Source: an optimization exercise on an open RTL-to-GDS flow (aim: small area and a short achievable clock period). Production flows keep margins and buffers that such runs may drop. The RTL was checked by simulation tests, not by an equivalence proof against the original design.

==> flow/design.v, too long to show whole: its modules and the start of the top module <==
// module audio_clk_enable: 45 lines
// module vco_ctrl_regs: 107 lines
// module natural_log: 306 lines
// module astable_555_vco: 473 lines
// module rc_lowpass: 44 lines
// module discrete_555_top: 53 lines
module discrete_555_top (
    input  wire         clk,
    input  wire         arst_n,
    input  wire         reg_wr,
    input  wire  [1:0]  reg_addr,
    input  wire  [15:0] reg_wdata,
    output logic [15:0] reg_rdata,
    output logic        audio_clk_en,
    output logic [15:0] vco_out,
    output logic [15:0] filt_out
);
  // ...
==> flow/run.sh <==
#!/bin/bash
# synth_recipe.tcl (not shown) runs the flow's synth.tcl, then flattens the netlist and writes it again
# the make line also repeats each setting of config.mk as NAME=value (left out here)
make -C /OpenROAD-flow-scripts/flow DESIGN_CONFIG=/design/flow/config.mk WORK_HOME=/design/flow/orfs CLKGATE_MAP_FILE= SYNTH_SCRIPT=/design/flow/synth_recipe.tcl finish
==> flow/config.mk <==
export PLATFORM = sky130hd
export DESIGN_NAME = discrete_555_top
export DESIGN_NICKNAME = discrete_555_top
export VERILOG_FILES = /design/flow/design.v
export SDC_FILE = /design/flow/constraint.sdc
export NUM_CORES = 4
export LEC_CHECK = 0
export CAP_MARGIN = 20
export CORE_MARGIN = 2
export CORE_UTILIZATION = 40
export SLEW_MARGIN = 20
==> flow/constraint.sdc <==
create_clock -name core_clock -period 48.0 [get_ports {clk}]
set_input_delay 9.6000 -clock core_clock [delete_from_list [all_inputs] [get_ports {clk}]]
set_output_delay 9.6000 -clock core_clock [all_outputs]
set_load 0.01 [all_outputs]
==> summary.txt, run 1 <==
Finish
  • Most common cell after layout, fill and taps aside: inv_1
  • Sequential share of cell area: 0.1901
  • Regs by FF count: u_rc_lowpass.state (32), u_astable_555_vco.cnt (20), u_astable_555_vco.x_s (18)
  • Final Non-Filler Cells: approximately 3500
  • Max FFs per register: 32
  • Storage element area: 5264 sq um
  • Clkbuf count: 31

Route
  • Metal1 wirelength: 25.10 mm
  • Via-to-Cell Ratio: 5.045
  • DR iter-0 viols: around 900
  • Max layer used: met4
  • Routed Wire Length: 55.62 mm
  • WL met2: 27.51 mm

Clock tree
  • Clock latency at the later pin of the worst-skew pair: 0.56 ns
  • H-Tree Depth: 1

STA
  • Setup ws final: 26.76 ns
  • Crit share post-route: 0.4426
  • Fmax: between 40 and 50 MHz
  • Hold Violations, Final: 0

Setup path
  • CP Class: input port to output port
  • CP Capture Type: output port
  • Reg2reg path depth: 68
  • CP endpoint: reg_rdata[4]

Global routing
  • Grt total ovfl: 0
  • First-pass GRT wire length: 95.59 mm
  • Vias in the first global route: 18570
  • GRT Total Usage: 0.1742

Worst hold path
  • Worst hold-check path type: flip-flop to flip-flop

Placement
  • Dpl hpwl: 44.86 mm

Run status
  • Outcome: finished clean

Run
  • Maxcap violations: 0

Synthesis
  • XOR/XNOR share of the synthesized area: 0.03623
  • Synth Area in Simple Gates: 0.1215
==> run 2, diff against run 1 <==
--- a/flow/design.v
+++ b/flow/design.v
@@ -174,78 +174,28 @@
 `default_nettype wire
 `timescale 1ns/100ps
 `default_nettype none
 module natural_log (
     input  wire  [3:0]  e,         
     input  wire  [11:0] mant,      
     output logic [10:0] out_8_shifted
 );
-    function automatic logic [15:0] ln_lo(input logic [3:0] idx);
-        case (idx)
-            4'd0:    ln_lo = 16'd0;
-            4'd1:    ln_lo = 16'd3973;
-            4'd2:    ln_lo = 16'd7719;
-            4'd3:    ln_lo = 16'd11262;
-            4'd4:    ln_lo = 16'd14624;
-            4'd5:    ln_lo = 16'd17821;
-            4'd6:    ln_lo = 16'd20870;
-            4'd7:    ln_lo = 16'd23783;
-            4'd8:    ln_lo = 16'd26572;
-            4'd9:    ln_lo = 16'd29248;
-            4'd10:   ln_lo = 16'd31818;
-            4'd11:   ln_lo = 16'd34291;
-            4'd12:   ln_lo = 16'd36675;
-            4'd13:   ln_lo = 16'd38975;
-            4'd14:   ln_lo = 16'd41196;
-            default: ln_lo = 16'd43345;
-        endcase
-    endfunction
-    function automatic logic [11:0] ln_step(input logic [3:0] idx);
-        case (idx)
-            4'd0:    ln_step = 12'd3973;
-            4'd1:    ln_step = 12'd3746;
-            4'd2:    ln_step = 12'd3543;
-            4'd3:    ln_step = 12'd3362;
-            4'd4:    ln_step = 12'd3197;
-            4'd5:    ln_step = 12'd3049;
-            4'd6:    ln_step = 12'd2913;
-            4'd7:    ln_step = 12'd2789;
-            4'd8:    ln_step = 12'd2676;
-            4'd9:    ln_step = 12'd2570;
-            4'd10:   ln_step = 12'd2473;
-            4'd11:   ln_step = 12'd2384;
-            4'd12:   ln_step = 12'd2300;
-            4'd13:   ln_step = 12'd2221;
-            4'd14:   ln_step = 12'd2149;
-            default: ln_step = 12'd2081;
-        endcase
-    endfunction
-    function automatic logic [18:0] ln_exp(input logic [3:0] e);
-        case (e)
-            4'd0:    ln_exp = 19'd128;
-            4'd1:    ln_exp = 19'd45554;
-            4'd2:    ln_exp = 19'd90980;
-            4'd3:    ln_exp = 19'd136406;
-            4'd4:    ln_exp = 19'd181832;
-            4'd5:    ln_exp = 19'd227258;
-            4'd6:    ln_exp = 19'd272684;
-            4'd7:    ln_exp = 19'd318110;
-            default: ln_exp = 19'd363536;
-        endcase
-    endfunction
+    localparam logic [255:0] LN_LO   = {16'd43345, 16'd41196, 16'd38975, 16'd36675, 16'd34291, 16'd31818, 16'd29248, 16'd26572, 16'd23783, 16'd20870, 16'd17821, 16'd14624, 16'd11262, 16'd7719, 16'd3973, 16'd0};
+    localparam logic [191:0] LN_STEP = {12'd2081, 12'd2149, 12'd2221, 12'd2300, 12'd2384, 12'd2473, 12'd2570, 12'd2676, 12'd2789, 12'd2913, 12'd3049, 12'd3197, 12'd3362, 12'd3543, 12'd3746, 12'd3973};
+    localparam logic [303:0] LN_EXP  = {19'd0, 19'd0, 19'd0, 19'd0, 19'd0, 19'd0, 19'd0, 19'd363536, 19'd318110, 19'd272684, 19'd227258, 19'd181832, 19'd136406, 19'd90980, 19'd45554, 19'd128};
     wire  [3:0]  idx    = mant[11:8];
     wire  [7:0]  interp = mant[7:0];
     logic [11:0] dfv;
     logic [15:0] lov;
     logic [18:0] ev;
     always_comb begin
-        dfv      = ln_step(idx);
-        lov      = ln_lo(idx);
-        ev       = ln_exp(e);
+        dfv = LN_STEP[12*idx +: 12];
+        lov = LN_LO[16*idx +: 16];
+        ev  = LN_EXP[19*e +: 19];
     end
     wire lns_w0 = (dfv[0] & interp[2]) ^ (dfv[1] & interp[1]) ^ (dfv[2] & interp[0]);
     wire lns_w1 = ((dfv[0] & interp[2]) & (dfv[1] & interp[1])) | ((dfv[0] & interp[2]) & (dfv[2] & interp[0])) | ((dfv[1] & interp[1]) & (dfv[2] & interp[0]));
     wire lns_w2 = (dfv[0] & interp[3]) ^ (dfv[1] & interp[2]) ^ (dfv[2] & interp[1]);
     wire lns_w3 = ((dfv[0] & interp[3]) & (dfv[1] & interp[2])) | ((dfv[0] & interp[3]) & (dfv[2] & interp[1])) | ((dfv[1] & interp[2]) & (dfv[2] & interp[1]));
     wire lns_w4 = (dfv[0] & interp[4]) ^ (dfv[1] & interp[3]) ^ (dfv[2] & interp[2]);
     wire lns_w5 = ((dfv[0] & interp[4]) & (dfv[1] & interp[3])) | ((dfv[0] & interp[4]) & (dfv[2] & interp[2])) | ((dfv[1] & interp[3]) & (dfv[2] & interp[2]));
     wire lns_w6 = (dfv[0] & interp[5]) ^ (dfv[1] & interp[4]) ^ (dfv[2] & interp[3]);
@@ -487,243 +437,295 @@
     input  wire         clk,
     input  wire         arst_n,
     input  wire         audio_clk_en,
     input  wire         run,
     input  wire  [15:0] d_raw,       
     output logic        out_hi,      
     output logic [19:0] high_len     
 );
-    localparam int K1 = 8;
     wire v_clamp = ~|d_raw[15:6] | (d_raw[15] & ((|d_raw[14:2]) | (d_raw[1] & d_raw[0])));
-    wire [15:0] d = v_clamp ? 16'd64 : d_raw;
-    wire        s8 = ~|d[15:8];
-    wire [15:0] n1 = s8 ? {d[7:0], 8'd0} : d;
-    wire        s4 = ~|n1[15:12];
-    wire [15:0] n2 = s4 ? {n1[11:0], 4'd0} : n1;
-    wire        s2 = ~|n2[15:14];
-    wire [15:0] n3 = s2 ? {n2[13:0], 2'd0} : n2;
-    wire        s1 = ~n3[15];
-    wire [15:0] dn = s1 ? {n3[14:0], 1'b0} : n3;
-    wire [3:0]  z  = {s8, s4, s2, s1};
-    logic [18:0] sr_s [0:14];
-    logic [18:0] sr_c [0:14];
-    logic [13:0] q_pos;
-    logic [13:0] q_neg;
-    logic [15:0] dn_k [0:14];
-    logic [18:0] x_s, x_c;
-    logic [15:0] x_dn;
-    logic [3:0]  x_z;
-    logic [13:0] x_qp, x_qn;
-    assign sr_s[0] = 19'd16385;
-    assign sr_c[0] = 19'd0;
-    assign dn_k[0] = dn;
-    for (genvar k = 0; k < 14; k++) begin : g_srt
-        wire [18:0] s2w = {sr_s[k][17:0], 1'b0};
-        wire [18:0] c2w = {sr_c[k][17:0], 1'b0};
-        wire [3:0]  yh  = s2w[18:15] + c2w[18:15];
-        wire        qp  = ~yh[3];
-        wire        qn  = yh[3] & ~&yh;
-        wire [18:0] dx  = {3'd0, dn_k[k]};
-        wire [18:0] a   = ({19{qp}} & ~dx) | ({19{qn}} & dx);
-        wire [18:0] cy  = (s2w & c2w) | (s2w & a) | (c2w & a);
-        wire [18:0] sm  = s2w ^ c2w ^ a;
-        assign q_pos[13-k] = qp;
-        assign q_neg[13-k] = qn;
-        if (k == K1 - 1) begin : g_reg
-            always_ff @(posedge clk) begin
-                x_s  <= sm;
-                x_c  <= {cy[17:0], qp};
-                x_dn <= dn_k[k];
-            end
-            assign sr_s[k+1] = x_s;
-            assign sr_c[k+1] = x_c;
-            assign dn_k[k+1] = x_dn;
-        end else begin : g_comb
-            assign sr_s[k+1] = sm;
-            assign sr_c[k+1] = {cy[17:0], qp};
-            assign dn_k[k+1] = dn_k[k];
-        end
+    wire [15:0] d0 = v_clamp ? 16'd64 : d_raw;
+    wire [15:0] nd0 = ~d0;
+    wire dz0_7 = ~|d0[15:7];
+    wire dz0_8 = ~|d0[15:8];
+    wire dz0_9 = ~|d0[15:9];
+    wire dz0_10 = ~|d0[15:10];
+    wire dz0_11 = ~|d0[15:11];
+    wire dz0_12 = ~|d0[15:12];
+    wire dz0_13 = ~|d0[15:13];
+    wire dz0_14 = ~|d0[15:14];
+    wire dz0_15 = ~|d0[15:15];
+    wire [6:0] t16 = 7'd64;
+    wire [7:0] c16;
+    wire [6:0] x16;
+    assign c16[0] = 1'b1;
+    for (genvar j = 0; j < 7; j++) begin : g_row16
+        assign c16[j+1] = (t16[j] & nd0[j]) | (c16[j] & (t16[j] | nd0[j]));
+        assign x16[j] = nd0[j] ^ c16[j];
+    end
+    wire q16 = c16[7] & dz0_7;
+    wire [6:0] r16 = t16[6:0] ^ ({7{q16}} & x16[6:0]);
+    wire [7:0] t15 = {r16, 1'b0};
+    wire [8:0] c15;
+    wire [7:0] x15;
+    assign c15[0] = 1'b1;
+    for (genvar j = 0; j < 8; j++) begin : g_row15
+        assign c15[j+1] = (t15[j] & nd0[j]) | (c15[j] & (t15[j] | nd0[j]));
+        assign x15[j] = nd0[j] ^ c15[j];
+    end
+    wire q15 = c15[8] & dz0_8;
+    wire [7:0] r15 = t15[7:0] ^ ({8{q15}} & x15[7:0]);
+    wire [8:0] t14 = {r15, 1'b0};
+    wire [9:0] c14;
+    wire [8:0] x14;
+    assign c14[0] = 1'b1;
+    for (genvar j = 0; j < 9; j++) begin : g_row14
+        assign c14[j+1] = (t14[j] & nd0[j]) | (c14[j] & (t14[j] | nd0[j]));
+        assign x14[j] = nd0[j] ^ c14[j];
+    end
+    wire q14 = c14[9] & dz0_9;
+    wire [8:0] r14 = t14[8:0] ^ ({9{q14}} & x14[8:0]);
+    wire [9:0] t13 = {r14, 1'b0};
+    wire [10:0] c13;
+    wire [9:0] x13;
+    assign c13[0] = 1'b1;
+    for (genvar j = 0; j < 10; j++) begin : g_row13
+        assign c13[j+1] = (t13[j] & nd0[j]) | (c13[j] & (t13[j] | nd0[j]));
+        assign x13[j] = nd0[j] ^ c13[j];
     end
+    wire q13 = c13[10] & dz0_10;
+    wire [9:0] r13 = t13[9:0] ^ ({10{q13}} & x13[9:0]);
+    wire [10:0] t12 = {r13, 1'b0};
+    wire [11:0] c12;
+    wire [10:0] x12;
+    assign c12[0] = 1'b1;
+    for (genvar j = 0; j < 11; j++) begin : g_row12
+        assign c12[j+1] = (t12[j] & nd0[j]) | (c12[j] & (t12[j] | nd0[j]));
+        assign x12[j] = nd0[j] ^ c12[j];
+    end
+    wire q12 = c12[11] & dz0_11;
+    wire [10:0] r12 = t12[10:0] ^ ({11{q12}} & x12[10:0]);
+    wire [11:0] t11 = {r12, 1'b0};
+    wire [12:0] c11;
+    wire [11:0] x11;
+    assign c11[0] = 1'b1;
+    for (genvar j = 0; j < 12; j++) begin : g_row11
+        assign c11[j+1] = (t11[j] & nd0[j]) | (c11[j] & (t11[j] | nd0[j]));
+        assign x11[j] = nd0[j] ^ c11[j];
+    end
+    wire q11 = c11[12] & dz0_12;
+    wire [11:0] r11 = t11[11:0] ^ ({12{q11}} & x11[11:0]);
+    logic [15:0] d_q1;
+    logic [11:0] r_q1;
+    logic [5:0] q_q1;
     always_ff @(posedge clk) begin
-        x_z  <= z;
-        x_qp <= q_pos;
-        x_qn <= q_neg;
-    end
-    wire [13:0] qp_all = {x_qp[13:14-K1], q_pos[13-K1:0]};
-    wire [13:0] qn_all = {x_qn[13:14-K1], q_neg[13-K1:0]};
-    wire rsg_w0 = sr_s[14][0] ^ sr_c[14][0];
-    wire rsg_w1 = sr_s[14][0] & sr_c[14][0];
-    wire rsg_w2 = sr_s[14][1] ^ sr_c[14][1] ^ rsg_w1;
-    wire rsg_w3 = (sr_s[14][1] & sr_c[14][1]) | (sr_s[14][1] & rsg_w1) | (sr_c[14][1] & rsg_w1);
-    wire rsg_w4 = sr_s[14][2] ^ sr_c[14][2] ^ rsg_w3;
-    wire rsg_w5 = (sr_s[14][2] & sr_c[14][2]) | (sr_s[14][2] & rsg_w3) | (sr_c[14][2] & rsg_w3);
-    wire rsg_w6 = sr_s[14][3] ^ sr_c[14][3] ^ rsg_w5;
-    wire rsg_w7 = (sr_s[14][3] & sr_c[14][3]) | (sr_s[14][3] & rsg_w5) | (sr_c[14][3] & rsg_w5);
-    wire rsg_w8 = sr_s[14][4] ^ sr_c[14][4] ^ rsg_w7;
-    wire rsg_w9 = (sr_s[14][4] & sr_c[14][4]) | (sr_s[14][4] & rsg_w7) | (sr_c[14][4] & rsg_w7);
-    wire rsg_w10 = sr_s[14][5] ^ sr_c[14][5] ^ rsg_w9;
-    wire rsg_w11 = (sr_s[14][5] & sr_c[14][5]) | (sr_s[14][5] & rsg_w9) | (sr_c[14][5] & rsg_w9);
-    wire rsg_w12 = sr_s[14][6] ^ sr_c[14][6] ^ rsg_w11;
-    wire rsg_w13 = (sr_s[14][6] & sr_c[14][6]) | (sr_s[14][6] & rsg_w11) | (sr_c[14][6] & rsg_w11);
-    wire rsg_w14 = sr_s[14][7] ^ sr_c[14][7] ^ rsg_w13;
-    wire rsg_w15 = (sr_s[14][7] & sr_c[14][7]) | (sr_s[14][7] & rsg_w13) | (sr_c[14][7] & rsg_w13);
-    wire rsg_w16 = sr_s[14][8] ^ sr_c[14][8] ^ rsg_w15;
-    wire rsg_w17 = (sr_s[14][8] & sr_c[14][8]) | (sr_s[14][8] & rsg_w15) | (sr_c[14][8] & rsg_w15);
-    wire rsg_w18 = sr_s[14][9] ^ sr_c[14][9] ^ rsg_w17;
-    wire rsg_w19 = (sr_s[14][9] & sr_c[14][9]) | (sr_s[14][9] & rsg_w17) | (sr_c[14][9] & rsg_w17);
-    wire rsg_w20 = sr_s[14][10] ^ sr_c[14][10] ^ rsg_w19;
-    wire rsg_w21 = (sr_s[14][10] & sr_c[14][10]) | (sr_s[14][10] & rsg_w19) | (sr_c[14][10] & rsg_w19);
-    wire rsg_w22 = sr_s[14][11] ^ sr_c[14][11] ^ rsg_w21;
-    wire rsg_w23 = (sr_s[14][11] & sr_c[14][11]) | (sr_s[14][11] & rsg_w21) | (sr_c[14][11] & rsg_w21);
-    wire rsg_w24 = sr_s[14][12] ^ sr_c[14][12] ^ rsg_w23;
-    wire rsg_w25 = (sr_s[14][12] & sr_c[14][12]) | (sr_s[14][12] & rsg_w23) | (sr_c[14][12] & rsg_w23);
-    wire rsg_w26 = sr_s[14][13] ^ sr_c[14][13] ^ rsg_w25;
-    wire rsg_w27 = (sr_s[14][13] & sr_c[14][13]) | (sr_s[14][13] & rsg_w25) | (sr_c[14][13] & rsg_w25);
-    wire rsg_w28 = sr_s[14][14] ^ sr_c[14][14] ^ rsg_w27;
-    wire rsg_w29 = (sr_s[14][14] & sr_c[14][14]) | (sr_s[14][14] & rsg_w27) | (sr_c[14][14] & rsg_w27);
-    wire rsg_w30 = sr_s[14][15] ^ sr_c[14][15] ^ rsg_w29;
-    wire rsg_w31 = (sr_s[14][15] & sr_c[14][15]) | (sr_s[14][15] & rsg_w29) | (sr_c[14][15] & rsg_w29);
-    wire rsg_w32 = sr_s[14][16] ^ sr_c[14][16] ^ rsg_w31;
-    wire rsg_w33 = (sr_s[14][16] & sr_c[14][16]) | (sr_s[14][16] & rsg_w31) | (sr_c[14][16] & rsg_w31);
-    wire rsg_w34 = sr_s[14][17] ^ sr_c[14][17] ^ rsg_w33;
-    wire rsg_w35 = (sr_s[14][17] & sr_c[14][17]) | (sr_s[14][17] & rsg_w33) | (sr_c[14][17] & rsg_w33);
-    wire rsg_w36 = sr_s[14][18] ^ sr_c[14][18] ^ rsg_w35;
-    wire rsg_w37 = (sr_s[14][18] & sr_c[14][18]) | (sr_s[14][18] & rsg_w35) | (sr_c[14][18] & rsg_w35);
-    wire [0:0] rem_sign = {rsg_w36};
-    wire rem_neg = rem_sign[0];
-    wire tsub_w0 = qp_all[0] ^ ~qn_all[0];
-    wire tsub_w1 = qp_all[0] & ~qn_all[0];
-    wire tsub_w2 = qp_all[1] ^ ~qn_all[1] ^ tsub_w1;
-    wire tsub_w3 = (qp_all[1] & ~qn_all[1]) | (qp_all[1] & tsub_w1) | (~qn_all[1] & tsub_w1);
-    wire tsub_w4 = qp_all[2] ^ ~qn_all[2] ^ tsub_w3;
-    wire tsub_w5 = (qp_all[2] & ~qn_all[2]) | (qp_all[2] & tsub_w3) | (~qn_all[2] & tsub_w3);
-    wire tsub_w6 = qp_all[3] ^ ~qn_all[3] ^ tsub_w5;
-    wire tsub_w7 = (qp_all[3] & ~qn_all[3]) | (qp_all[3] & tsub_w5) | (~qn_all[3] & tsub_w5);
-    wire tsub_w8 = qp_all[4] ^ ~qn_all[4] ^ tsub_w7;
-    wire tsub_w9 = (qp_all[4] & ~qn_all[4]) | (qp_all[4] & tsub_w7) | (~qn_all[4] & tsub_w7);
-    wire tsub_w10 = qp_all[5] ^ ~qn_all[5] ^ tsub_w9;
-    wire tsub_w11 = (qp_all[5] & ~qn_all[5]) | (qp_all[5] & tsub_w9) | (~qn_all[5] & tsub_w9);
-    wire tsub_w12 = qp_all[6] ^ ~qn_all[6] ^ tsub_w11;
-    wire tsub_w13 = (qp_all[6] & ~qn_all[6]) | (qp_all[6] & tsub_w11) | (~qn_all[6] & tsub_w11);
-    wire tsub_w14 = qp_all[7] ^ ~qn_all[7] ^ tsub_w13;
-    wire tsub_w15 = (qp_all[7] & ~qn_all[7]) | (qp_all[7] & tsub_w13) | (~qn_all[7] & tsub_w13);
-    wire tsub_w16 = qp_all[8] ^ ~qn_all[8] ^ tsub_w15;
-    wire tsub_w17 = (qp_all[8] & ~qn_all[8]) | (qp_all[8] & tsub_w15) | (~qn_all[8] & tsub_w15);
-    wire tsub_w18 = qp_all[9] ^ ~qn_all[9] ^ tsub_w17;
-    wire tsub_w19 = (qp_all[9] & ~qn_all[9]) | (qp_all[9] & tsub_w17) | (~qn_all[9] & tsub_w17);
-    wire tsub_w20 = qp_all[10] ^ ~qn_all[10] ^ tsub_w19;
-    wire tsub_w21 = (qp_all[10] & ~qn_all[10]) | (qp_all[10] & tsub_w19) | (~qn_all[10] & tsub_w19);
-    wire tsub_w22 = qp_all[11] ^ ~qn_all[11] ^ tsub_w21;
-    wire tsub_w23 = (qp_all[11] & ~qn_all[11]) | (qp_all[11] & tsub_w21) | (~qn_all[11] & tsub_w21);
-    wire tsub_w24 = qp_all[12] ^ ~qn_all[12] ^ tsub_w23;
-    wire tsub_w25 = (qp_all[12] & ~qn_all[12]) | (qp_all[12] & tsub_w23) | (~qn_all[12] & tsub_w23);
-    wire tsub_w26 = qp_all[13] ^ ~qn_all[13] ^ tsub_w25;
-    wire tsub_w27 = (qp_all[13] & ~qn_all[13]) | (qp_all[13] & tsub_w25) | (~qn_all[13] & tsub_w25);
-    wire [13:0] t_diff = {tsub_w26, tsub_w24, tsub_w22, tsub_w20, tsub_w18, tsub_w16, tsub_w14, tsub_w12, tsub_w10, tsub_w8, tsub_w6, tsub_w4, tsub_w2, tsub_w0};
-    logic [13:0] y_t;
-    logic        y_neg;
-    logic [3:0]  y_z;
+        d_q1 <= d0;
+        r_q1 <= r11;
+        q_q1 <= {q16, q15, q14, q13, q12, q11};
+    end
+    wire [15:0] nd1 = ~d_q1;
+    wire dz1_7 = ~|d_q1[15:7];
+    wire dz1_8 = ~|d_q1[15:8];
+    wire dz1_9 = ~|d_q1[15:9];
+    wire dz1_10 = ~|d_q1[15:10];
+    wire dz1_11 = ~|d_q1[15:11];
+    wire dz1_12 = ~|d_q1[15:12];
+    wire dz1_13 = ~|d_q1[15:13];
+    wire dz1_14 = ~|d_q1[15:14];
+    wire dz1_15 = ~|d_q1[15:15];
+    wire [12:0] t10 = {r_q1, 1'b0};
+    wire [13:0] c10;
+    wire [12:0] x10;
+    assign c10[0] = 1'b1;
+    for (genvar j = 0; j < 13; j++) begin : g_row10
+        assign c10[j+1] = (t10[j] & nd1[j]) | (c10[j] & (t10[j] | nd1[j]));
+        assign x10[j] = nd1[j] ^ c10[j];
+    end
+    wire q10 = c10[13] & dz1_13;
+    wire [12:0] r10 = t10[12:0] ^ ({13{q10}} & x10[12:0]);
+    wire [13:0] t9 = {r10, 1'b0};
+    wire [14:0] c9;
+    wire [13:0] x9;
+    assign c9[0] = 1'b1;
+    for (genvar j = 0; j < 14; j++) begin : g_row9
+        assign c9[j+1] = (t9[j] & nd1[j]) | (c9[j] & (t9[j] | nd1[j]));
+        assign x9[j] = nd1[j] ^ c9[j];
+    end
+    wire q9 = c9[14] & dz1_14;
+    wire [13:0] r9 = t9[13:0] ^ ({14{q9}} & x9[13:0]);
+    wire [14:0] t8 = {r9, 1'b1};
+    wire [15:0] c8;
+    wire [14:0] x8;
+    assign c8[0] = 1'b1;
+    for (genvar j = 0; j < 15; j++) begin : g_row8
+        assign c8[j+1] = (t8[j] & nd1[j]) | (c8[j] & (t8[j] | nd1[j]));
+        assign x8[j] = nd1[j] ^ c8[j];
+    end
+    wire q8 = c8[15] & dz1_15;
+    wire [14:0] r8 = t8[14:0] ^ ({15{q8}} & x8[14:0]);
+    wire [15:0] t7 = {r8, 1'b0};
+    wire [16:0] c7;
+    wire [15:0] x7;
+    assign c7[0] = 1'b1;
+    for (genvar j = 0; j < 16; j++) begin : g_row7
+        assign c7[j+1] = (t7[j] & nd1[j]) | (c7[j] & (t7[j] | nd1[j]));
+        assign x7[j] = nd1[j] ^ c7[j];
+    end
+    wire q7 = c7[16];
+    wire [15:0] r7 = t7[15:0] ^ ({16{q7}} & x7[15:0]);
+    logic [15:0] d_q2;
+    logic [15:0] r_q2;
+    logic [9:0] q_q2;
     always_ff @(posedge clk) begin
-        y_t   <= t_diff;
-        y_neg <= rem_neg;
-        y_z   <= x_z;
-    end
-    wire qinc_w0 = y_t[0] ^ ~y_neg;
-    wire qinc_w1 = y_t[0] & ~y_neg;
-    wire qinc_w2 = y_t[1] ^ qinc_w1;
-    wire qinc_w3 = y_t[1] & qinc_w1;
-    wire qinc_w4 = y_t[2] ^ qinc_w3;
-    wire qinc_w5 = y_t[2] & qinc_w3;
-    wire qinc_w6 = y_t[3] ^ qinc_w5;
-    wire qinc_w7 = y_t[3] & qinc_w5;
-    wire qinc_w8 = y_t[4] ^ qinc_w7;
-    wire qinc_w9 = y_t[4] & qinc_w7;
-    wire qinc_w10 = y_t[5] ^ qinc_w9;
-    wire qinc_w11 = y_t[5] & qinc_w9;
-    wire qinc_w12 = y_t[6] ^ qinc_w11;
-    wire qinc_w13 = y_t[6] & qinc_w11;
-    wire qinc_w14 = y_t[7] ^ qinc_w13;
-    wire qinc_w15 = y_t[7] & qinc_w13;
-    wire qinc_w16 = y_t[8] ^ qinc_w15;
-    wire qinc_w17 = y_t[8] & qinc_w15;
-    wire qinc_w18 = y_t[9] ^ qinc_w17;
-    wire qinc_w19 = y_t[9] & qinc_w17;
-    wire qinc_w20 = y_t[10] ^ qinc_w19;
-    wire qinc_w21 = y_t[10] & qinc_w19;
-    wire qinc_w22 = y_t[11] ^ qinc_w21;
-    wire qinc_w23 = y_t[11] & qinc_w21;
-    wire qinc_w24 = y_t[12] ^ qinc_w23;
-    wire qinc_w25 = y_t[12] & qinc_w23;
-    wire qinc_w26 = y_t[13] ^ qinc_w25;
-    wire qinc_w27 = y_t[13] & qinc_w25;
-    wire [13:0] q_fl = {qinc_w26, qinc_w24, qinc_w22, qinc_w20, qinc_w18, qinc_w16, qinc_w14, qinc_w12, qinc_w10, qinc_w8, qinc_w6, qinc_w4, qinc_w2, qinc_w0};
-    logic [13:0] q_mask;
+        d_q2 <= d_q1;
+        r_q2 <= r7;
+        q_q2 <= {q_q1[5], q_q1[4], q_q1[3], q_q1[2], q_q1[1], q_q1[0], q10, q9, q8, q7};
+    end
+    wire [15:0] nd2 = ~d_q2;
+    wire dz2_7 = ~|d_q2[15:7];
+    wire dz2_8 = ~|d_q2[15:8];
+    wire dz2_9 = ~|d_q2[15:9];
+    wire dz2_10 = ~|d_q2[15:10];
+    wire dz2_11 = ~|d_q2[15:11];
+    wire dz2_12 = ~|d_q2[15:12];
+    wire dz2_13 = ~|d_q2[15:13];
+    wire dz2_14 = ~|d_q2[15:14];
+    wire dz2_15 = ~|d_q2[15:15];
+    wire [16:0] t6 = {r_q2, 1'b0};
+    wire [16:0] c6;
+    wire [15:0] x6;
+    assign c6[0] = 1'b1;
+    for (genvar j = 0; j < 16; j++) begin : g_row6
+        assign c6[j+1] = (t6[j] & nd2[j]) | (c6[j] & (t6[j] | nd2[j]));
+        assign x6[j] = nd2[j] ^ c6[j];
+    end
+    wire q6 = t6[16] | c6[16];
+    wire [15:0] r6 = t6[15:0] ^ ({16{q6}} & x6[15:0]);
+    wire [16:0] t5 = {r6, 1'b0};
+    wire [16:0] c5;
+    wire [15:0] x5;
+    assign c5[0] = 1'b1;
+    for (genvar j = 0; j < 16; j++) begin : g_row5
+        assign c5[j+1] = (t5[j] & nd2[j]) | (c5[j] & (t5[j] | nd2[j]));
+        assign x5[j] = nd2[j] ^ c5[j];
+    end
+    wire q5 = t5[16] | c5[16];
+    wire [15:0] r5 = t5[15:0] ^ ({16{q5}} & x5[15:0]);
+    wire [16:0] t4 = {r5, 1'b0};
+    wire [16:0] c4;
+    wire [15:0] x4;
+    assign c4[0] = 1'b1;
+    for (genvar j = 0; j < 16; j++) begin : g_row4
+        assign c4[j+1] = (t4[j] & nd2[j]) | (c4[j] & (t4[j] | nd2[j]));
+        assign x4[j] = nd2[j] ^ c4[j];
+    end
+    wire q4 = t4[16] | c4[16];
+    wire [15:0] r4 = t4[15:0] ^ ({16{q4}} & x4[15:0]);
+    logic [15:0] d_q3;
+    logic [15:0] r_q3;
+    logic [12:0] q_q3;
+    always_ff @(posedge clk) begin
+        d_q3 <= d_q2;
+        r_q3 <= r4;
+        q_q3 <= {q_q2[9], q_q2[8], q_q2[7], q_q2[6], q_q2[5], q_q2[4], q_q2[3], q_q2[2], q_q2[1], q_q2[0], q6, q5, q4};
+    end
+    wire [15:0] nd3 = ~d_q3;
+    wire dz3_7 = ~|d_q3[15:7];
+    wire dz3_8 = ~|d_q3[15:8];
+    wire dz3_9 = ~|d_q3[15:9];
+    wire dz3_10 = ~|d_q3[15:10];
+    wire dz3_11 = ~|d_q3[15:11];
+    wire dz3_12 = ~|d_q3[15:12];
+    wire dz3_13 = ~|d_q3[15:13];
+    wire dz3_14 = ~|d_q3[15:14];
+    wire dz3_15 = ~|d_q3[15:15];
+    wire [16:0] t3 = {r_q3, 1'b0};
+    wire [16:0] c3;
+    wire [15:0] x3;
+    assign c3[0] = 1'b1;
+    for (genvar j = 0; j < 16; j++) begin : g_row3
+        assign c3[j+1] = (t3[j] & nd3[j]) | (c3[j] & (t3[j] | nd3[j]));
+        assign x3[j] = nd3[j] ^ c3[j];
+    end
+    wire q3 = t3[16] | c3[16];
+    wire [15:0] r3 = t3[15:0] ^ ({16{q3}} & x3[15:0]);
+    wire [16:0] t2 = {r3, 1'b0};
+    wire [16:0] c2;
+    wire [15:0] x2;
+    assign c2[0] = 1'b1;
+    for (genvar j = 0; j < 16; j++) begin : g_row2
+        assign c2[j+1] = (t2[j] & nd3[j]) | (c2[j] & (t2[j] | nd3[j]));
+        assign x2[j] = nd3[j] ^ c2[j];
+    end
+    wire q2 = t2[16] | c2[16];
+    wire [15:0] r2 = t2[15:0] ^ ({16{q2}} & x2[15:0]);
+    wire [16:0] t1 = {r2, 1'b0};
+    wire [16:0] c1;
+    wire [15:0] x1;
+    assign c1[0] = 1'b1;
+    for (genvar j = 0; j < 16; j++) begin : g_row1
+        assign c1[j+1] = (t1[j] & nd3[j]) | (c1[j] & (t1[j] | nd3[j]));
+        assign x1[j] = nd3[j] ^ c1[j];
+    end
+    wire q1 = t1[16] | c1[16];
+    wire [15:0] r1 = t1[15:0] ^ ({16{q1}} & x1[15:0]);
+    wire [16:0] t0 = {r1, 1'b0};
+    wire [16:0] c0;
+    wire [15:0] x0;
+    assign c0[0] = 1'b1;
+    for (genvar j = 0; j < 16; j++) begin : g_row0
+        assign c0[j+1] = (t0[j] & nd3[j]) | (c0[j] & (t0[j] | nd3[j]));
+        assign x0[j] = nd3[j] ^ c0[j];
+    end
+    wire q0 = t0[16] | c0[16];
+    wire [15:0] r0 = t0[15:0] ^ ({16{q0}} & x0[15:0]);
+    wire [16:0] q_all = {q_q3[12], q_q3[11], q_q3[10], q_q3[9], q_q3[8], q_q3[7], q_q3[6], q_q3[5], q_q3[4], q_q3[3], q_q3[2], q_q3[1], q_q3[0], q3, q2, q1, q0};
+    wire lna_w0 = q_all[7] ^ 1'b1;
+    wire lna_w1 = q_all[7] & 1'b1;
+    wire lna_w2 = q_all[8] ^ lna_w1;
+    wire lna_w3 = q_all[8] & lna_w1;
+    wire lna_w4 = q_all[9] ^ lna_w3;
+    wire lna_w5 = q_all[9] & lna_w3;
+    wire lna_w6 = q_all[10] ^ lna_w5;
+    wire lna_w7 = q_all[10] & lna_w5;
+    wire lna_w8 = q_all[11] ^ lna_w7;
+    wire lna_w9 = q_all[11] & lna_w7;
+    wire lna_w10 = q_all[12] ^ lna_w9;
+    wire lna_w11 = q_all[12] & lna_w9;
+    wire lna_w12 = q_all[13] ^ lna_w11;
+    wire lna_w13 = q_all[13] & lna_w11;
+    wire lna_w14 = q_all[14] ^ lna_w13;
+    wire lna_w15 = q_all[14] & lna_w13;
+    wire lna_w16 = q_all[15] ^ lna_w15;
+    wire lna_w17 = q_all[15] & lna_w15;
+    wire lna_w18 = q_all[16] ^ lna_w17;
+    wire lna_w19 = q_all[16] & lna_w17;
+    wire [16:0] lnarg = {lna_w18, lna_w16, lna_w14, lna_w12, lna_w10, lna_w8, lna_w6, lna_w4, lna_w2, lna_w0, q_all[6], q_all[5], q_all[4], q_all[3], q_all[2], q_all[1], q_all[0]};   
+    logic [3:0]  lead_e;
+    logic [16:0] lead_norm;
     always_comb begin
-        case (y_z)
-            4'd0:    q_mask = 14'h3fc0;
-            4'd1:    q_mask = 14'h3fe0;
-            4'd2:    q_mask = 14'h3ff0;
-            4'd3:    q_mask = 14'h3ff8;
-            4'd4:    q_mask = 14'h3ffc;
-            4'd5:    q_mask = 14'h3ffe;
-            default: q_mask = 14'h3fff;
-        endcase
-    end
-    wire [13:0] q_m = q_fl & q_mask;
-    wire [14:0] one_hot = 15'd1 << (4'd13 - y_z);
-    wire lbadd_w0 = q_m[0] ^ one_hot[0];
-    wire lbadd_w1 = q_m[0] & one_hot[0];
-    wire lbadd_w2 = q_m[1] ^ one_hot[1] ^ lbadd_w1;
-    wire lbadd_w3 = (q_m[1] & one_hot[1]) | (q_m[1] & lbadd_w1) | (one_hot[1] & lbadd_w1);
-    wire lbadd_w4 = q_m[2] ^ one_hot[2] ^ lbadd_w3;
-    wire lbadd_w5 = (q_m[2] & one_hot[2]) | (q_m[2] & lbadd_w3) | (one_hot[2] & lbadd_w3);
-    wire lbadd_w6 = q_m[3] ^ one_hot[3] ^ lbadd_w5;
-    wire lbadd_w7 = (q_m[3] & one_hot[3]) | (q_m[3] & lbadd_w5) | (one_hot[3] & lbadd_w5);
-    wire lbadd_w8 = q_m[4] ^ one_hot[4] ^ lbadd_w7;
-    wire lbadd_w9 = (q_m[4] & one_hot[4]) | (q_m[4] & lbadd_w7) | (one_hot[4] & lbadd_w7);
-    wire lbadd_w10 = q_m[5] ^ one_hot[5] ^ lbadd_w9;
-    wire lbadd_w11 = (q_m[5] & one_hot[5]) | (q_m[5] & lbadd_w9) | (one_hot[5] & lbadd_w9);
-    wire lbadd_w12 = q_m[6] ^ one_hot[6] ^ lbadd_w11;
-    wire lbadd_w13 = (q_m[6] & one_hot[6]) | (q_m[6] & lbadd_w11) | (one_hot[6] & lbadd_w11);
-    wire lbadd_w14 = q_m[7] ^ one_hot[7] ^ lbadd_w13;
-    wire lbadd_w15 = (q_m[7] & one_hot[7]) | (q_m[7] & lbadd_w13) | (one_hot[7] & lbadd_w13);
-    wire lbadd_w16 = q_m[8] ^ one_hot[8] ^ lbadd_w15;
-    wire lbadd_w17 = (q_m[8] & one_hot[8]) | (q_m[8] & lbadd_w15) | (one_hot[8] & lbadd_w15);
-    wire lbadd_w18 = q_m[9] ^ one_hot[9] ^ lbadd_w17;
-    wire lbadd_w19 = (q_m[9] & one_hot[9]) | (q_m[9] & lbadd_w17) | (one_hot[9] & lbadd_w17);
-    wire lbadd_w20 = q_m[10] ^ one_hot[10] ^ lbadd_w19;
-    wire lbadd_w21 = (q_m[10] & one_hot[10]) | (q_m[10] & lbadd_w19) | (one_hot[10] & lbadd_w19);
-    wire lbadd_w22 = q_m[11] ^ one_hot[11] ^ lbadd_w21;
-    wire lbadd_w23 = (q_m[11] & one_hot[11]) | (q_m[11] & lbadd_w21) | (one_hot[11] & lbadd_w21);
-    wire lbadd_w24 = q_m[12] ^ one_hot[12] ^ lbadd_w23;
-    wire lbadd_w25 = (q_m[12] & one_hot[12]) | (q_m[12] & lbadd_w23) | (one_hot[12] & lbadd_w23);
-    wire lbadd_w26 = q_m[13] ^ one_hot[13] ^ lbadd_w25;
-    wire lbadd_w27 = (q_m[13] & one_hot[13]) | (q_m[13] & lbadd_w25) | (one_hot[13] & lbadd_w25);
-    wire lbadd_w28 = one_hot[14] ^ lbadd_w27;
-    wire lbadd_w29 = one_hot[14] & lbadd_w27;
-    wire [14:0] lb = {lbadd_w28, lbadd_w26, lbadd_w24, lbadd_w22, lbadd_w20, lbadd_w18, lbadd_w16, lbadd_w14, lbadd_w12, lbadd_w10, lbadd_w8, lbadd_w6, lbadd_w4, lbadd_w2, lbadd_w0};
-    wire [11:0] mant = lb[14] ? lb[13:2] : (lb[13] ? lb[12:1] : lb[11:0]);
-    wire [3:0]  e    = lb[14] ? y_z : (lb[13] ? y_z - 4'd1 : y_z - 4'd2);
+        lead_e = 4'd0;
+        for (int i = 9; i < 17; i++) begin
+            if (lnarg[i]) lead_e = 4'(i - 8);
+        end
+        lead_norm = lnarg << (4'd8 - lead_e);
+    end
     logic [3:0]  e_q;
     logic [11:0] m_q;
     always_ff @(posedge clk) begin
-        e_q <= e;
-        m_q <= mant;
+        e_q <= lead_e;
+        m_q <= lead_norm[15:4];
     end
-    logic [10:0] ln_d;
     logic [10:0] ln_q;
     natural_log u_natural_log (
         .e             (e_q),
         .mant          (m_q),
-        .out_8_shifted (ln_d)
+        .out_8_shifted (ln_q)
     );
-    always_ff @(posedge clk) begin
-        ln_q <= ln_d;
-    end
     logic [10:0] high_ln;    
     logic [19:0] cnt;
     logic        ph;
     wire hmul_w0 = high_ln[2] ^ ~high_ln[0] ^ 1'b1;
     wire hmul_w1 = (high_ln[2] & ~high_ln[0]) | (high_ln[2] & 1'b1) | (~high_ln[0] & 1'b1);
     wire hmul_w2 = high_ln[4] ^ ~high_ln[2] ^ ~high_ln[0];
     wire hmul_w3 = (high_ln[4] & ~high_ln[2]) | (high_ln[4] & ~high_ln[0]) | (~high_ln[2] & ~high_ln[0]);
     wire hmul_w4 = high_ln[5] ^ ~high_ln[3] ^ ~high_ln[1];
==> flow/flow/run.sh (new file) <==
#!/bin/bash
# Layout flow: the standard synthesis, then the combinational logic of
# that netlist re-mapped by ABC for area (registers, their names and cell
# types kept as they are), then the standard layout from floorplan on.
# Each tool's output goes to its own log file in the work folder.
set -euo pipefail
WORK=$(pwd)
LIB=$FLOW_HOME/platforms/sky130hd/lib/sky130_fd_sc_hd__tt_025C_1v80.lib
R=$WORK/orfs/results/sky130hd/discrete_555_top/base

bash standard.sh synth > synth.log 2>&1

cp $R/1_2_yosys.v $WORK/standard_synth.v
python3 flow/mkmodels.py $LIB 'sky130_fd_sc_hd__(fa|ha)_[0-9]+' > $WORK/cell_models.v 2> mkmodels.log

cat > $WORK/reopt.ys <<EOT
read_liberty -lib $LIB
read_verilog $WORK/standard_synth.v
hierarchy -top $FLOW_TOP
tee -o $WORK/reopt_before.txt stat -liberty $LIB
techmap -map $WORK/cell_models.v
techmap
opt -purge
abc -liberty $LIB -dont_use sky130_fd_sc_hd__lpflow* -dont_use sky130_fd_sc_hd__probe* -script "+strash;ifraig;dc2;strash;dch,-f;map,-a;topo;"
opt_clean -purge
splitnets
opt_clean -purge
hilomap -singleton -hicell sky130_fd_sc_hd__conb_1 HI -locell sky130_fd_sc_hd__conb_1 LO
insbuf -buf sky130_fd_sc_hd__buf_4 A X
opt_clean -purge
tee -o $WORK/reopt_after.txt stat -liberty $LIB
write_verilog -noattr -nohex -nodec $WORK/reopt.v
EOT
yosys -s $WORK/reopt.ys > reopt.log 2>&1

cp $WORK/reopt.v $R/1_2_yosys.v
touch $R/1_2_yosys.v
bash standard.sh > layout.log 2>&1
==> flow/flow/mkmodels.py (new file) <==
#!/usr/bin/env python3
"""Write Verilog models of the combinational cells of a liberty file:
one module per cell, its outputs as assigns of the liberty functions.
Cells whose names match the patterns given after the file are left out."""
import re, sys
lib = open(sys.argv[1]).read()
skip = [re.compile(p) for p in sys.argv[2:]]
out = []
for m in re.finditer(r'\n\s*cell\s*\(\s*"?([\w]+)"?\s*\)\s*\{', lib):
    name = m.group(1)
    # find cell body by brace matching
    i = m.end(); depth = 1
    while depth:
        c = lib[i]
        if c == '{': depth += 1
        elif c == '}': depth -= 1
        i += 1
    body = lib[m.end():i]
    if re.search(r'\b(ff|latch|statetable)\s*\(', body):
        continue
    if any(p.fullmatch(name) for p in skip):
        continue
    pins = []
    for pm in re.finditer(r'\n\s*pin\s*\(\s*"?(\w+)"?\s*\)\s*\{', body):
        j = pm.end(); dp = 1
        while dp:
            c = body[j]
            if c == '{': dp += 1
            elif c == '}': dp -= 1
            j += 1
        pb = body[pm.end():j]
        dirm = re.search(r'direction\s*:\s*"?(\w+)"?', pb)
        fm = re.search(r'\n\s*function\s*:\s*"([^"]*)"', pb)
        pins.append((pm.group(1), dirm.group(1) if dirm else None, fm.group(1) if fm else None))
    ins = [p for p, d, f in pins if d == 'input']
    outs = [(p, f) for p, d, f in pins if d == 'output']
    if not outs or any(f is None for p, f in outs):
        continue
    ports = ", ".join(ins + [p for p, f in outs])
    lines = [f"module {name} ({ports});"]
    for p in ins:
        lines.append(f"  input {p};")
    for p, f in outs:
        lines.append(f"  output {p};")
        lines.append(f"  assign {p} = {f.replace('!', '~')};")
    lines.append("endmodule")
    out.append("\n".join(lines))
print("\n".join(out))
==> flow/standard.sh (new file) <==
#!/bin/bash
# synth_recipe.tcl (not shown) runs the flow's synth.tcl, then flattens the netlist and writes it again
# the make line also repeats each setting of config.mk as NAME=value (left out here)
make -C /OpenROAD-flow-scripts/flow DESIGN_CONFIG=/design/flow/config.mk WORK_HOME=/design/flow/orfs CLKGATE_MAP_FILE= SYNTH_SCRIPT=/design/flow/synth_recipe.tcl "${@:-finish}"
==> flow/config.mk (replaced) <==
export PLATFORM = sky130hd
export DESIGN_NAME = discrete_555_top
export DESIGN_NICKNAME = discrete_555_top
export VERILOG_FILES = /design/flow/design.v
export SDC_FILE = /design/flow/constraint.sdc
export NUM_CORES = 4
export LEC_CHECK = 0
export ABC_AREA = 1
export CAP_MARGIN = 20
export CORE_MARGIN = 2
export CORE_UTILIZATION = 40
export SLEW_MARGIN = 20
removed: flow/run.sh
==> run 2 against run 1 <==
Critical path depth grew 3. Clock-buffer cell count fell by 4. Register-to-register slack improved by 3.8 ns.
==> summary.txt, run 2 <==
Global routing
  • M1 GR Usage: 0.2408 (was 0.2360)
  • Gr busiest metal: met2 (unchanged)
  • Routing usage on met3: 0.02032 (was 0.01990)
  • GRT Total Usage: 0.1809 (was 0.1742)
  • First-pass GRT wire length: 84.79 mm (was 95.59 mm)
  • Vias in the first global route: 17790 (was 18570)
  • Largest net degree at the start of global routing: 78 (was 73)
  • Initial antenna violation count: 0 (was 1)
  • Grt total ovfl: 0 (unchanged)
  • Global Route met2 Usage: 0.3079 (was 0.3010)

Worst hold path
  • Worst Hold End: u_astable_555_vco.q_q3[6] (was u_astable_555_vco.y_z[1])
  • Hold depth: 0 (unchanged)
  • Worst hold-check path type: flip-flop to flip-flop (unchanged)
  • HP Start: u_astable_555_vco.q_q2[3] (was u_astable_555_vco.x_z[1])

Clock tree
  • Clock latency at the later pin of the worst-skew pair: 0.55 ns (was 0.56 ns)
  • CTS tree: built (unchanged)
  • H-Tree Depth: 1 (unchanged)
  • CTS Hold Bufs: 0 (unchanged)
  • Number of setup buffers added after CTS: 0 (unchanged)
  • Clock slew at reported path FFs: 0.06 ns (about the same)
  • CTS root buf: clkbuf_16 (unchanged)
  • CTS Buf Count: 26 (was 27)
  • Clk sinks: 235 (was 243)
  • Post-CTS sizing: 0 (unchanged)
  • Max clock buf depth: 3 (unchanged)

Route
  • Number of routed nets with antenna violations: 0 (unchanged)
  • Pre-antenna DRT Iters: 6 (was 5)
  • Routed Wire Length: 48.79 mm (was 55.62 mm)
  • Total number of vias: 17840 (was 17680)
  • DR iter-0 viols: 946 (was 895)
  • Via-to-Cell Ratio: 4.949 (was 5.045)
  • Drt wl/cell: 13.53 microns (was 15.87 microns)
  • DRC violations left: 0 (unchanged)

Synthesis
  • Avg Synthesized Cell Area: 7.530 sq um (was 9.583 sq um)
  • Syn. warnings: 5 (was 8)
  • Mapped Area: 21280 sq um (was 25620 sq um)
  • Mapped Cells: 2826 (was 2674)

Setup path
  • Crit Path Max Fanout: 9 (was 12)
  • Crit Reg-Reg Endpoint: u_astable_555_vco.r_q2[12] (was u_astable_555_vco.y_t[12])
  • Critical path required time: 38.40 ns (about the same)
  • Startpoint Class: input port (unchanged)
  • Reg2reg path depth: 125 (was 68)
  • Reg-to-Reg Start: u_astable_555_vco.d_q1[0] (was u_astable_555_vco.x_s[15])
  • Critical Path AT: 11.94 ns (was 11.64 ns)
  • CP Class: input port to output port (unchanged)
  • CP Capture Type: output port (unchanged)
  • Setup crit start: reg_addr[1] (unchanged)
  • R2R Setup Slk: 30.77 ns (was 26.98 ns)

STA
  • Post-route clock skew: 0.01776 ns (was 0.01573 ns)
  • Final setup fails: 0 (unchanged)
  • RSZ-0062 raised after global routing: false (unchanged)
  • Fin. max-slew vios: 0 (unchanged)
  • Setup_tns: 0 ns (unchanged)
  • Crit share post-route: 0.4487 (was 0.4426)
  • Worst slew pin tran: 1.067 ns (was 1.033 ns)
  • Slew margin rel.: 0.2819 (was 0.3087)
  • Hold Violations, Final: 0 (unchanged)
  • Fin crit period: 21.54 ns (was 21.24 ns)
  • Fmax: 46.43 MHz (was 47.07 MHz)

Placement
  • RD Place Congestion: 0.9116 (was 0.8553)
  • Dpl hpwl: 40.36 mm (was 44.86 mm)
  • Port bufs: 54 (unchanged)
  • Cell Area, Placed: 22550 sq um (was 26730 sq um)

Finish
  • Diodes inserted: 0 (unchanged)
  • Area Growth Syn to Fin: 10.66% (was 8.067%)
  • Regs by FF count: u_rc_lowpass.state (32), u_astable_555_vco.cnt (20) (was u_rc_lowpass.state (32), u_astable_555_vco.cnt (20), u_astable_555_vco.x_s (18))
  • Post-route cell area: 23550 sq um (was 27690 sq um)
  • Most common cell after layout, fill and taps aside: nand2_1 (was inv_1)
  • Fillers: 5274 (was 6012)
  • Number of nets in the layout: 3210 (was 3221)
  • Final Util: 0.4481 (was 0.4382)
  • Most frequent cells in the layout: 495 x nand2_1, 477 x clkinv_1, 404 x nor2_1 (was 415 x inv_1, 376 x fa_1, 221 x nand2_1)
  • Max FFs per register: 32 (unchanged)
  • Top reg by flops: u_rc_lowpass.state (unchanged)
  • Layout cell share with drive strength beyond 1: 0.03668 (was 0.06095)

Die
  • Starting Density: 0.4049 (was 0.4055)
  • IO Count: 70 (unchanged)
  • Row Count: 84 (was 92)
  • Die area: 55060 sq um (was 66100 sq um)
  • Die Ht: 234.6 microns (was 257.1 microns)
  • Core area: 52550 sq um (was 63200 sq um)
  • Chip Width: 234.6 microns (was 257.1 microns)

Run status
  • Outcome: finished clean (unchanged)

Run
  • Maxcap violations: 0 (unchanged)
==> run 2: layout make-up <==
cell class / count / area, sq um / share of cell area
clock buffer: 27 / 654.4 / 0.02779
clock inverter: 21 / 327.8 / 0.01392
inverter: 476 / 1787 / 0.07588
multi-input combinational: 2097 / 14220 / 0.6039
sequential: 235 / 5102 / 0.2167
tap: 688 / 860.8 / 0.03656
timing repair buffer: 61 / 594.3 / 0.02524
==> run 2: worst max-delay path by stage <==
stage	slack (ns)	depth (start not counted)	endpoint
after floorplan	27.78	3	reg_rdata[0]
after detailed placement	26.51	7	reg_rdata[3]
after CTS	26.50	7	reg_rdata[3]
after global placement	26.54	7	reg_rdata[3]
after global routing	26.31	7	reg_rdata[3]
final	26.46	7	reg_rdata[3]
==> run 2: stage by stage <==
stage	cells	hold WS [ns]	worst slack [ns]
after global placement	3557	0.3164	26.54
after floorplan	2840	0.3096	27.78
after CTS	3605	0.3316	26.50
after detailed placement	3557	0.3147	26.51
after global routing	3605	0.3370	26.31
final	3605	0.3302	26.46
==> run 2: worst max-delay path, stage by stage <==
cell and delay, ns:
clkdlybuf4s50_1 0.52, clkinv_1 0.10, nor2_1 0.48, clkinv_1 0.35, o22ai_1 0.19, a221o_2 0.15, clkdlybuf4s50_1 0.54
==> run 2: layer usage <==
| layer | share of wire | vias up |
|---|---|---|
| li1 | - | 9141 |
| met1 | 0.47 | 8281 |
| met2 | 0.46 | 339 |
| met3 | 0.040 | 79 |
| met4 | 0.028 | 0 |
| met5 | 0 | - |
==> run 3, diff against run 2 <==
--- a/flow/flow/run.sh
+++ b/flow/flow/run.sh
@@ -35,4 +35,4 @@
 
 cp $WORK/reopt.v $R/1_2_yosys.v
 touch $R/1_2_yosys.v
-bash standard.sh > layout.log 2>&1
+bash standard.sh "BUFFER_PORTS_ARGS=-buffer_cell sky130_fd_sc_hd__buf_2" finish > layout.log 2>&1
--- a/flow/config.mk
+++ b/flow/config.mk
@@ -9,4 +9,5 @@
 export CAP_MARGIN = 20
 export CORE_MARGIN = 2
 export CORE_UTILIZATION = 40
+export CTS_BUF_LIST = sky130_fd_sc_hd__clkbuf_4
 export SLEW_MARGIN = 20
==> run 3 against run 2 <==
Still clean on timing, DRC and antenna. Synthesized cell count did not move. Final area fell by 1.7%. Worst hold slack got worse by 0.021 ns. Wire length fell by 0.17%. Clock-buffer cell count rose by 56. First-iteration DRC count rose by 1.2%. Cell count rose by 1.8%. Flip-flop and latch count did not move. Via count rose by 1.5%. Critical path type unchanged.
==> summary.txt, run 3 <==
Run status
  • Outcome: finished clean (unchanged)

Route
  • Drt wl/cell: 13.27 microns (was 13.53 microns)
  • Pre-antenna DRT Iters: 5 (was 6)
  • Total number of vias: 18100 (was 17840)
  • DRC violations left: 0 (unchanged)
  • DR iter-0 viols: 957 (was 946)
  • Routed Wire Length: 48.70 mm (was 48.79 mm)
  • Via-to-Cell Ratio: 4.932 (was 4.949)
  • Number of routed nets with antenna violations: 0 (unchanged)

Clock tree
  • Clock latency at the later pin of the worst-skew pair: 0.75 ns (was 0.55 ns)
  • H-Tree Depth: 2 (was 1)
  • Number of setup buffers added after CTS: 0 (unchanged)
  • CTS root buf: clkbuf_4 (was clkbuf_16)
  • Clock slew at reported path FFs: 0.06 ns (about the same)
  • Clk sinks: 235 (unchanged)
  • CTS Hold Bufs: 0 (unchanged)
  • Max clock buf depth: 3 (unchanged)
  • CTS tree: built (unchanged)
  • CTS Buf Count: 60 (was 26)
  • Post-CTS sizing: 0 (unchanged)

Placement
  • Port bufs: 54 (unchanged)
  • Dpl hpwl: 39.83 mm (was 40.36 mm)
  • Placed insts: 3558 (was 3557)
  • RD Place Congestion: 0.9053 (was 0.9116)

Finish
  • Most frequent cells in the layout: 495 x nand2_1, 490 x clkinv_1, 404 x nor2_1 (was 495 x nand2_1, 477 x clkinv_1, 404 x nor2_1)
  • Regs by FF count: u_rc_lowpass.state (32), u_astable_555_vco.cnt (20) (unchanged)
  • Area Growth Syn to Fin: 8.732% (was 10.66%)
  • Storage element area: 5102 sq um (unchanged)
  • Top reg by flops: u_rc_lowpass.state (unchanged)
  • Max FFs per register: 32 (unchanged)
  • Final Non-Filler Cells: 3670 (was 3605)
  • Most common cell after layout, fill and taps aside: nand2_1 (unchanged)
  • Number of nets in the layout: 3245 (was 3210)
  • Layout cell share with drive strength beyond 1: 0.07112 (was 0.03668)
  • Fillers: 5337 (was 5274)
  • Footprint of the multi-input gates: 14220 sq um (unchanged)

Setup path
  • Crit Reg-Reg Endpoint: u_astable_555_vco.r_q2[12] (unchanged)
  • CP endpoint: reg_rdata[1] (was reg_rdata[3])
  • CP Class: input port to output port (unchanged)
  • Reg2reg path depth: 125 (unchanged)
  • Startpoint Class: input port (unchanged)
  • Reg-to-Reg Start: u_astable_555_vco.d_q1[0] (unchanged)
  • R2R Setup Slk: 30.81 ns (was 30.77 ns)
  • Setup crit start: reg_addr[0] (was reg_addr[1])
  • Crit Path Max Fanout: 16 (was 9)
  • Critical Path AT: 11.03 ns (was 11.94 ns)
  • Critical path required time: 38.40 ns (about the same)
  • CP Capture Type: output port (unchanged)

Run
  • Maxcap violations: 0 (unchanged)

Synthesis
  • Mapped Cells: 2826 (unchanged)
  • Mapped Area: 21280 sq um (unchanged)
  • Syn. warnings: 5 (unchanged)
  • Avg Synthesized Cell Area: 7.530 sq um (unchanged)

STA
  • Worst slew pin tran: 1.095 ns (was 1.067 ns)
  • Fmax: 48.48 MHz (was 46.43 MHz)
  • RSZ-0062 raised after global routing: false (unchanged)
  • Slew margin rel.: 0.2634 (was 0.2819)
  • Crit share post-route: 0.4297 (was 0.4487)
  • Setup_tns: 0 ns (unchanged)
  • Fin crit period: 20.63 ns (was 21.54 ns)
  • Final setup fails: 0 (unchanged)
  • Post-route clock skew: 0.04607 ns (was 0.01776 ns)
  • Hold Violations, Final: 0 (unchanged)
  • Fin. max-slew vios: 0 (unchanged)

Worst hold path
  • HP Start: u_astable_555_vco.q_q2[4] (was u_astable_555_vco.q_q2[3])
  • Worst hold-check path type: flip-flop to flip-flop (unchanged)

Global routing
  • Largest net degree at the start of global routing: 78 (unchanged)
  • Vias in the first global route: 18060 (was 17790)
  • Grt total ovfl: 0 (unchanged)
  • GRT Total Usage: 0.1819 (was 0.1809)
  • Initial antenna violation count: 1 (was 0)
  • First-pass GRT wire length: 85.14 mm (was 84.79 mm)

Die
  • Row Count: 84 (unchanged)
  • Die area: 55060 sq um (unchanged)
  • Core area: 52550 sq um (unchanged)
  • Chip Width: 234.6 microns (unchanged)
  • IO Count: 70 (unchanged)
  • Die Ht: 234.6 microns (unchanged)
  • Starting Density: 0.4049 (unchanged)
-- run 3: cell types whose count changed in the layout (fill, tap and decap cells not counted), moves of 2 or more --
cell,before,now
clkbuf_4,0,83
buf_2,0,53
clkdlybuf4s50_1,53,0
clkbuf_16,26,0
clkinv_1,477,490
clkinv_2,1,9
bufinv_16,7,3
clkinvlp_4,5,1
clkinv_4,2,0
inv_6,3,1
-- run 3: cell type report --
type | instances | area share
antenna | 1 | 0.0001082
clock buffer | 83 | 0.02693
clock inverter | 28 | 0.008815
inverter | 476 | 0.07722
multi-input combinational | 2097 | 0.6146
sequential | 235 | 0.2205
tap | 688 | 0.03721
timing repair buffer | 62 | 0.01455
-- run 3: metal layers --
layer	track usage	wire length [microns]	up-vias
li1	-	-	9249
met1	0.2419	22550	8383
met2	0.3040	22440	377
met3	0.02173	2091	91
met4	0.06694	1618	0
met5	0	0	-
-- run 3: worst max-delay path: stages --
cell	delay (ns)
buf_2	0.12
nor2_1	0.69
clkinv_1	0.22
o211ai_1	0.23
buf_2	0.17
-- run 3: metrics by stage --
step	area [sq um]	worst slack (ns)	util	hold slack (ns)
2_1_floorplan	21330	27.78	-	0.3096
3_3_place_gp	22290	27.41	0.4242	0.3163
3_5_place_dp	22290	27.41	0.4242	0.3165
4_1_cts	23120	27.41	0.4400	0.3152
5_1_grt	23140	27.18	0.4403	0.3136
6_report	23140	27.37	0.4403	0.3093
-- run 3: worst min path at each step --
stage               slack [ns]  depth (start not counted)                   endpoint
finish                    0.31                          0  u_astable_555_vco.q_q3[7]
detailed placement        0.32                          0  u_astable_555_vco.q_q3[4]
global placement          0.32                          0  u_astable_555_vco.q_q3[3]
CTS                       0.32                          0  u_astable_555_vco.q_q3[7]
global route              0.31                          0  u_astable_555_vco.q_q3[7]
floorplan                 0.31                          0  u_astable_555_vco.q_q2[4]
==> run 4, diff against run 3 <==
--- a/flow/flow/run.sh
+++ b/flow/flow/run.sh
@@ -35,4 +35,4 @@
 
 cp $WORK/reopt.v $R/1_2_yosys.v
 touch $R/1_2_yosys.v
-bash standard.sh "BUFFER_PORTS_ARGS=-buffer_cell sky130_fd_sc_hd__buf_2" finish > layout.log 2>&1
+bash standard.sh "BUFFER_PORTS_ARGS=-buffer_cell sky130_fd_sc_hd__buf_4" finish > layout.log 2>&1
--- a/flow/config.mk
+++ b/flow/config.mk
@@ -9,5 +9,4 @@
 export CAP_MARGIN = 20
 export CORE_MARGIN = 2
 export CORE_UTILIZATION = 40
-export CTS_BUF_LIST = sky130_fd_sc_hd__clkbuf_4
 export SLEW_MARGIN = 20
==> run 4 against run 3 <==
Non-clock buffer count is the same. Cell count shrank 1.8%. Utilization up 0.50 points. Largest cell class unchanged. Clock-buffer cell count shrank 54. Maximum frequency decreased by 0.12%.
==> summary.txt, run 4 <==
Run status
  • Outcome: finished clean (unchanged)

STA
  • Slew margin rel.: 0.2521 (was 0.2634)
  • Setup_tns: 0 ns (unchanged)
  • Hold Violations, Final: 0 (unchanged)
  • Post-route clock skew: 0.02382 ns (was 0.04607 ns)
  • RSZ-0062 raised after global routing: false (unchanged)
  • Fin. max-slew vios: 0 (unchanged)
  • Crit share post-route: 0.4302 (was 0.4297)
  • Hold WS: 0.3272 ns (was 0.3093 ns)
  • Fin crit period: 20.65 ns (was 20.63 ns)

Global routing
  • Largest net degree at the start of global routing: 78 (unchanged)
  • Grt total ovfl: 0 (unchanged)
  • First-pass GRT wire length: 82.89 mm (was 85.14 mm)
  • GRT Total Usage: 0.1771 (was 0.1819)
  • Vias in the first global route: 17370 (was 18060)
  • Initial antenna violation count: 0 (was 1)

Finish
  • Storage element area: 5102 sq um (unchanged)
  • Layout cell share with drive strength beyond 1: 0.05455 (was 0.07112)
  • Number of nets in the layout: 3210 (was 3245)
  • Most frequent cells in the layout: 495 x nand2_1, 476 x clkinv_1, 404 x nor2_1 (was 495 x nand2_1, 490 x clkinv_1, 404 x nor2_1)
  • Max FFs per register: 32 (unchanged)
  • Regs by FF count: u_rc_lowpass.state (32), u_astable_555_vco.cnt (20) (unchanged)
  • Top reg by flops: u_rc_lowpass.state (unchanged)
  • Footprint of the multi-input gates: 14220 sq um (unchanged)
  • Area Growth Syn to Fin: 9.972% (was 8.732%)
  • Diodes inserted: 0 (was 1)

Synthesis
  • Mapped Area: 21280 sq um (unchanged)
  • Avg Synthesized Cell Area: 7.530 sq um (unchanged)
  • Mapped Cells: 2826 (unchanged)
  • Syn. warnings: 5 (unchanged)

Clock tree
  • H-Tree Depth: 1 (was 2)
  • Clk sinks: 235 (unchanged)
  • CTS Hold Bufs: 0 (unchanged)
  • CTS root buf: clkbuf_16 (was clkbuf_4)
  • Post-CTS sizing: 0 (unchanged)
  • Clock slew at reported path FFs: 0.06 ns (about the same)
  • Max clock buf depth: 3 (unchanged)
  • Number of setup buffers added after CTS: 0 (unchanged)
  • Clock latency at the later pin of the worst-skew pair: 0.56 ns (was 0.75 ns)

Route
  • DR iter-0 viols: 962 (was 957)
  • Via-to-Cell Ratio: 4.952 (was 4.932)
  • Routed Wire Length: 48.19 mm (was 48.70 mm)
  • Number of routed nets with antenna violations: 0 (unchanged)
  • Total number of vias: 17840 (was 18100)
  • DRC violations left: 0 (unchanged)
  • Pre-antenna DRT Iters: 5 (unchanged)
  • Drt wl/cell: 13.38 microns (was 13.27 microns)

Setup path
  • Crit Path Max Fanout: 16 (unchanged)
  • Startpoint Class: input port (unchanged)
  • CP endpoint: reg_rdata[1] (unchanged)
  • Reg2reg path depth: 125 (unchanged)
  • R2R Setup Slk: 30.86 ns (was 30.81 ns)
  • Critical Path AT: 11.05 ns (was 11.03 ns)
  • Crit Reg-Reg Endpoint: u_astable_555_vco.r_q2[12] (unchanged)
  • Critical path required time: 38.40 ns (about the same)
  • CP Capture Type: output port (unchanged)
  • Reg-to-Reg Start: u_astable_555_vco.d_q1[0] (unchanged)

Die
  • Core area: 52550 sq um (unchanged)
  • Die Ht: 234.6 microns (unchanged)
  • Die area: 55060 sq um (unchanged)
  • Row Count: 84 (unchanged)
  • IO Count: 70 (unchanged)
  • Chip Width: 234.6 microns (unchanged)

Worst hold path
  • Hold depth: 0 (unchanged)
  • Worst hold-check path type: flip-flop to flip-flop (unchanged)

Run
  • Maxcap violations: 0 (unchanged)

Placement
  • RD Place Congestion: 0.9219 (was 0.9053)
  • Port bufs: 54 (unchanged)
  • Dpl hpwl: 39.70 mm (was 39.83 mm)
[run 4: through the flow]
| stage | worst slack [ns] | instance area (sq um) | utilization | instances |
|---|---|---|---|---|
| 4_1_cts | 27.35 | 23390 | 0.4450 | 3603 |
| 3_3_place_gp | 27.41 | 22430 | 0.4267 | 3558 |
| 6_report | 27.35 | 23400 | 0.4453 | 3603 |
| 5_1_grt | 27.13 | 23400 | 0.4453 | 3603 |
| 3_5_place_dp | 27.37 | 22430 | 0.4267 | 3558 |
| 2_1_floorplan | 27.78 | 21330 | - | 2840 |
[run 4: metal layers]
layer,vias up,track usage,wire (microns)
li1,9142,-,-
met1,8240,0.2366,22610
met2,387,0.3036,22360
met3,72,0.01715,1926
met4,0,0.05217,1288
met5,-,0,0
[run 4: how the worst min path moves through the flow]
stage | endpoint | startpoint | slack, ns
2_1_floorplan | u_astable_555_vco.q_q2[4] | u_astable_555_vco.q_q1[0] | 0.31
3_3_place_gp | u_astable_555_vco.q_q3[3] | u_astable_555_vco.q_q2[0] | 0.32
3_5_place_dp | u_astable_555_vco.q_q2[6] | u_astable_555_vco.q_q1[2] | 0.31
4_1_cts | u_astable_555_vco.q_q2[6] | u_astable_555_vco.q_q1[2] | 0.33
5_1_grt | u_astable_555_vco.q_q2[6] | u_astable_555_vco.q_q1[2] | 0.34
6_report | u_astable_555_vco.q_q2[5] | u_astable_555_vco.q_q1[1] | 0.33
[run 4: critical path, cell delays in order]
cell and delay [ns]:
buf_4 0.12, nor2_1 0.73, clkinv_1 0.22, o211ai_1 0.23, buf_4 0.16
[run 4: area by class of cell]
cell class              instances  area share
clock inverters                16     0.01192
inverters                     476     0.07635
clock buffers                  29     0.02914
flip-flops and latches        235      0.2180
multi-input cells            2097      0.6077
repair buffers                 62     0.02005
well taps                     688     0.03679

separate check: timing with driven ports:
The flow's constraints put no driver on any port. The routed layouts listed below were extracted and timed again, unchanged, in two steps.
Step 1 sets driving cells, clkbuf_16 on the clock port and buf_2 on the other inputs (assumed; they add their load-dependent delay and slew).
Step 2 adds t to the input delays and takes it off the output delays; t is the mean of the earliest and latest rising clock arrival at the registers after step 1. Input paths then give back, and output paths get back, about the clock's delay inside the block.
Slacks: no drivers / after step 1 / after step 2; pairs: no drivers / after step 1.
run | t, ns | setup WS [ns] | hold slack, ns | worst setup path at the end | slew at the worst register clock pin (ns)
run 1 | 0.605 | 26.756 / 26.735 / 26.735 | 0.333 / 0.333 / 0.333 | input to output | 0.07 / 0.07
run 2 | 0.597 | 26.463 / 26.432 / 26.432 | 0.330 / 0.330 / 0.330 | input to output | 0.07 / 0.07
run 3 | 0.770 | 27.375 / 27.354 / 27.354 | 0.309 / 0.309 / 0.309 | input to output | 0.08 / 0.08
run 4 | 0.601 | 27.349 / 27.326 / 27.326 | 0.327 / 0.327 / 0.327 | input to output | 0.07 / 0.07
After both steps setup and hold are still met in every run listed. The setup slack of run 2, which loses most, moves by -0.031 ns with the drivers and by -0.031 ns with both steps.
